From an optimization exercise on the open Yosys and OpenROAD flow, aimed at small area, a short achievable clock period and few clock cycles; shortcuts taken in it are not production practice. RTL that was checked went through simulation tests only; none was proved equivalent to the original.

## approx_mac_top
module approx_mac_top (
    input  wire                         clk,
    input  wire                         arst_n,
    input  wire [33:0]                  cmd,     
    input  wire                         cmd_valid,
    output logic                        cmd_ready,
    output logic [151:0]                result,  
    output logic                        result_valid,
    input  wire                         result_ready
);
Size: ~2200 cells after synthesis, ~270 flip-flops.
==> flow/config.mk <==
export PLATFORM = sky130hd
export DESIGN_NAME = approx_mac_top
export DESIGN_NICKNAME = approx_mac_top
export VERILOG_FILES = /design/flow/design.v
export SDC_FILE = /design/flow/constraint.sdc
export NUM_CORES = 4
export LEC_CHECK = 0
export CAP_MARGIN = 20
export CORE_MARGIN = 2
export CORE_UTILIZATION = 60
export CTS_BUF_LIST = sky130_fd_sc_hd__clkbuf_8
export CTS_CLUSTER_DIAMETER = 60
export CTS_CLUSTER_SIZE = 16
export SETUP_SLACK_MARGIN = 5
export SLEW_MARGIN = 20
export SYNTH_HIERARCHICAL = 1
==> flow/constraint.sdc <==
create_clock -name core_clock -period 9.0 [get_ports {clk}]
set_input_delay 1.8000 -clock core_clock [delete_from_list [all_inputs] [get_ports {clk}]]
set_output_delay 1.8000 -clock core_clock [all_outputs]
set_load 0.01 [all_outputs]
standard.sh (not shown) runs the stock make flow with config.mk's settings and CLKGATE_MAP_FILE= SYNTH_SCRIPT=/design/flow/synth_recipe.tcl, a recipe that flattens the netlist after the stock synthesis.
==> flow/flow/run.sh <==
#!/bin/bash
# The standard layout (the standard.sh, all ORFS steps unchanged), except that the
# port buffers buffer_ports inserts are sky130_fd_sc_hd__buf_1 cells instead of the
# delay buffers it picks by default. Every input and output port still gets a buffer.
set -euo pipefail
export BUFFER_PORTS_ARGS="-buffer_cell sky130_fd_sc_hd__buf_1"
bash standard.sh > standard_flow.log 2>&1
Then changed:
==> flow/run.sh (new file) <==
#!/bin/bash
# synth_recipe.tcl (not shown) runs the flow's synth.tcl, then flattens the netlist and writes it again
# the make line also repeats each setting of config.mk as NAME=value (left out here)
make -C /OpenROAD-flow-scripts/flow DESIGN_CONFIG=/design/flow/config.mk WORK_HOME=/design/flow/orfs CLKGATE_MAP_FILE= SYNTH_SCRIPT=/design/flow/synth_recipe.tcl finish
- CORE_UTILIZATION: 60 -> 40
- CTS_BUF_LIST: sky130_fd_sc_hd__clkbuf_8 -> default
- CTS_CLUSTER_DIAMETER: 60 -> default
- CTS_CLUSTER_SIZE: 16 -> default
removed: flow/flow/run.sh
removed: flow/standard.sh
Result:
- worst setup slack gains 0.012 ns
- synthesized cell count does not change
- utilization falls by 20 points
- sequential share of layout area falls by 1.7 points
- synthesized area stays the same
- global-route usage falls by 9.4 points
- clock-buffer cell count rises by 15
- register-to-register slack stays flat
Function was not checked in any run of this note: the RTL went through the layout flow alone.

* * *

Another version of the RTL of approx_mac_top (not shown whole).
Size: ~2,200 cells after synthesis, roughly 270 flip-flops, ~190 I/O pins.
Settings: LEC_CHECK=0, CAP_MARGIN=20, CORE_MARGIN=2, CORE_UTILIZATION=70, CTS_BUF_LIST=sky130_fd_sc_hd__clkbuf_8, CTS_CLUSTER_DIAMETER=60, CTS_CLUSTER_SIZE=16, SETUP_SLACK_MARGIN=5, SLEW_MARGIN=20, SYNTH_HIERARCHICAL=1; clock period 9.0 ns.
==> flow/flow/run.sh <==
#!/bin/bash
# The standard layout (the standard.sh, all ORFS steps unchanged), except that the
# port buffers buffer_ports inserts are sky130_fd_sc_hd__buf_1 cells instead of the
# delay buffers it picks by default. Every input and output port still gets a buffer.
set -euo pipefail
export BUFFER_PORTS_ARGS="-buffer_cell sky130_fd_sc_hd__buf_1"
bash standard.sh > standard_flow.log 2>&1
The first run finished with timing, DRC and antenna clean.
Testbench counts at the start, summed over its fixed seeds: cycles 8,168.
Next try:
CORE_UTILIZATION = 60   (was 70)
Cell area hardly moves.
Global-route usage decreases by 4.7 points.
Via count decreases by 2.6%.
Critical path depth does not change.
Clock skew barely changes.
Next try:
ABC_AREA = 1   (was not set)
Wire length came out higher by 8.6%.
Final area came out higher by 2.7%.
Die area came out higher by 5.5%.
Next try:
ABC_AREA = not set   (was 1)
PLACE_DENSITY = 0.75   (was not set)
The new run completed with no timing, DRC or antenna violations.
Worst setup slack degrades by 0.12 ns.
Core utilization rose by 2.3 points.
Wire length fell by 8.2%.
Design area fell by 2.2%.
Sequential share of layout area rose by 0.59 points.
Clock-buffer cell count fell by 4.
Synthesized area fell by 5.3%.

* * *

## run A
approx_mac_top, a different RTL version from the one above (not shown whole).
For scale: about 190 I/O pins, roughly 22000 sq um of cells after synthesis.
clock: 9.0 ns
lec_check: 0
cap_margin: 20
core_margin: 2
core_utilization: 60
cts_buf_list: sky130_fd_sc_hd__clkbuf_8
cts_cluster_diameter: 60
cts_cluster_size: 16
setup_slack_margin: 5
slew_margin: 20
synth_hierarchical: 1
==> flow/flow/run.sh <==
#!/bin/bash
# The standard layout (the standard.sh, all ORFS steps unchanged), except that:
# - the port buffers buffer_ports inserts are sky130_fd_sc_hd__buf_1 cells instead of the
#   delay buffers it picks by default (every input and output port still gets a buffer);
set -euo pipefail
export BUFFER_PORTS_ARGS="-buffer_cell sky130_fd_sc_hd__buf_1"
bash standard.sh SETUP_SLACK_MARGIN=6.5 finish > standard_flow.log 2>&1
Run A | stages: all done | timing, DRC, antenna: all pass
Testbench counts of run A, summed over its fixed seeds: cycles 8,399.
Setup changes, run A to run B
==> flow/flow/run.sh <==
#!/bin/bash
# The standard layout (the standard.sh, all ORFS steps unchanged), except that the
# port buffers buffer_ports inserts are sky130_fd_sc_hd__buf_1 cells instead of the
# delay buffers it picks by default. Every input and output port still gets a buffer.
set -euo pipefail
export BUFFER_PORTS_ARGS="-buffer_cell sky130_fd_sc_hd__buf_1"
bash standard.sh > standard_flow.log 2>&1
diff --git a/flow/config.mk b/flow/config.mk
--- a/flow/config.mk
+++ b/flow/config.mk
@@ -9,3 +9,3 @@
 export CORE_MARGIN = 2
-export CORE_UTILIZATION = 60
+export CORE_UTILIZATION = 75
 export CTS_BUF_LIST = sky130_fd_sc_hd__clkbuf_8
Results
Looking at run B and run A, the peak clock frequency supported by timing is a wash.
Min fraction of final layout cells with drive strength greater than 1 across run B and run A: run B
Taking run A as the reference, in run B final setup slack of the worst path -9.5 ps, depth of the worst register-to-register path down 11.
The higher via count of the first global-routing pass of run B and run A is in run A.
Taking run A as the reference, in run B post-route fraction of the period consumed by the critical path essentially unchanged, number of inverters outside the clock class in the layout held steady.
In terms of clock network contribution to total cell area, run B and run A differ only marginally.
diff inputs: run B => run C
==> flow/run.sh (new file) <==
#!/bin/bash
# synth_recipe.tcl (not shown) runs the flow's synth.tcl, then flattens the netlist and writes it again
# the make line also repeats each setting of config.mk as NAME=value (left out here)
make -C /OpenROAD-flow-scripts/flow DESIGN_CONFIG=/design/flow/config.mk WORK_HOME=/design/flow/orfs CLKGATE_MAP_FILE= SYNTH_SCRIPT=/design/flow/synth_recipe.tcl finish
diff --git a/flow/config.mk b/flow/config.mk
--- a/flow/config.mk
+++ b/flow/config.mk
@@ -9,6 +9,6 @@
 export CORE_MARGIN = 2
-export CORE_UTILIZATION = 75
+export CORE_UTILIZATION = 40
 export CTS_BUF_LIST = sky130_fd_sc_hd__clkbuf_8
 export CTS_CLUSTER_DIAMETER = 60
-export CTS_CLUSTER_SIZE = 16
+export CTS_CLUSTER_SIZE = 20
 export SETUP_SLACK_MARGIN = 5
removed: flow/flow/run.sh
removed: flow/standard.sh
## What came out
- On fraction of the cycle the final worst path needs, the higher figure sits with run B, not run C.
- What run B reported for met3 routed wirelength has to be multiplied by 0.47 to get the figure for run C.
- Final area grows by a little under 10% when moving from run B to run C.
- Relative to run B, the non-clock buffer count measured on run C has increased slightly.
- Re flip-flop and latch count: no difference whatsoever between run C and run B.
- Run B has a higher global-route track usage on met2 than run C.
- Run C -> run B: count of multi-input gates flat
- Of run B and run C, run B shows the lower later-pin clock latency in the skew report, with run C above it.
--- input diff run C..run D ---
diff --git a/flow/config.mk b/flow/config.mk
--- a/flow/config.mk
+++ b/flow/config.mk
@@ -10,5 +10,2 @@
 export CORE_UTILIZATION = 40
-export CTS_BUF_LIST = sky130_fd_sc_hd__clkbuf_8
-export CTS_CLUSTER_DIAMETER = 60
-export CTS_CLUSTER_SIZE = 20
 export SETUP_SLACK_MARGIN = 5
==> comparison <==
Diff run C..run D | die span in x | unchanged
The number of enable flip-flop cells after synthesis of run D and that of run C are within noise of each other.
Run C → run D: wire length now sits higher, via total after detailed routing now sits higher, area of all placed cells without fillers now sits higher.
Going from run C to run D, worst path buffer plus inverter count shrinks by 5.
Diff run D..run C | post-layout minimum cycle time | negligible
diff inputs: run D => run E
diff --git a/flow/config.mk b/flow/config.mk
--- a/flow/config.mk
+++ b/flow/config.mk
@@ -9,3 +9,3 @@
 export CORE_MARGIN = 2
-export CORE_UTILIZATION = 40
+export CORE_UTILIZATION = 60
 export SETUP_SLACK_MARGIN = 5
==> summary.txt <==
Max worst setup margin across run E and run D: run D
Per the comparison of run E with run D, mean routed wirelength per cell moved up; number of instances in the placed design moved down.
Going from run D to run E, initial core utilization grows by 20 points.
Relative to run D, area growth from synthesis to layout has decreased by 2.0 points in run E.
Re total clock buffers created by CTS: run D was higher than run E.
#### Input delta (run F over run E)
==> flow/flow/run.sh (new file) <==
#!/bin/bash
# The standard layout (the standard.sh, all ORFS steps unchanged), except that the
# port buffers buffer_ports inserts are sky130_fd_sc_hd__buf_1 cells instead of the
# delay buffers it picks by default. Every input and output port still gets a buffer.
set -euo pipefail
export BUFFER_PORTS_ARGS="-buffer_cell sky130_fd_sc_hd__buf_1"
bash standard.sh > standard_flow.log 2>&1
==> flow/standard.sh (new file) <==
#!/bin/bash
# synth_recipe.tcl (not shown) runs the flow's synth.tcl, then flattens the netlist and writes it again
# the make line also repeats each setting of config.mk as NAME=value (left out here)
make -C /OpenROAD-flow-scripts/flow DESIGN_CONFIG=/design/flow/config.mk WORK_HOME=/design/flow/orfs CLKGATE_MAP_FILE= SYNTH_SCRIPT=/design/flow/synth_recipe.tcl "${@:-finish}"
diff --git a/flow/config.mk b/flow/config.mk
--- a/flow/config.mk
+++ b/flow/config.mk
@@ -9,3 +9,3 @@
 export CORE_MARGIN = 2
-export CORE_UTILIZATION = 60
+export CORE_UTILIZATION = 40
 export SETUP_SLACK_MARGIN = 5
removed: flow/run.sh
==> summary.txt <==
Between run E and run F, the count of clock-buffer cells in the layout is lower for run E. The clock skew reported for run F is greater than that of run E by 9.9 ps. Taking run E as the reference, in run F worst setup slack shrank by 36 ps, half-perimeter wire length of the detailed placement result held steady, number of resized instances in the post-cts repair step +5, post-place instance area down about 3.5%. Run F ended with every stage complete and zero timing, DRC or antenna violations.

## re-timing with driven ports
How much do the figures lean on ideal ports? The routed layouts below were timed once more, with nothing changed but the port constraints.
Step 1 sets driving cells, clkbuf_16 on the clock port and buf_2 on the other inputs (assumed; they add their load-dependent delay and slew).
Step 2 adds t to the input delays and takes it off the output delays; t is the mean of the earliest and latest rising clock arrival at the registers after step 1. Input paths then give back, and output paths get back, about the clock's delay inside the block.
Three values: ideal ports, drivers, drivers and shift; two values: the first two.
run	t (ns)	slack for setup (ns)	worst setup path at the end
the first run of note 1	0.689	4.988 / 4.988 / 4.988	register to register
the second run of note 1	0.603	5.000 / 5.000 / 5.000	register to register
the first run of note 2	0.683	4.995 / 4.995 / 4.995	register to register
the second run of note 2	0.700	5.051 / 5.051 / 5.051	register to register
the third run of note 2	0.703	5.069 / 5.069 / 5.069	register to register
the fourth run of note 2	0.655	4.950 / 4.950 / 4.950	register to register
run A	0.698	5.009 / 5.009 / 5.009	register to register
run B	0.649	5.000 / 5.000 / 5.000	register to register
run C	0.736	5.040 / 5.040 / 5.040	register to register
run D	0.597	5.042 / 5.042 / 5.042	register to register
run E	0.631	5.026 / 5.026 / 5.026	register to register
run F	0.589	4.991 / 4.991 / 4.991	register to register
After both steps setup and hold are still met in every run listed.
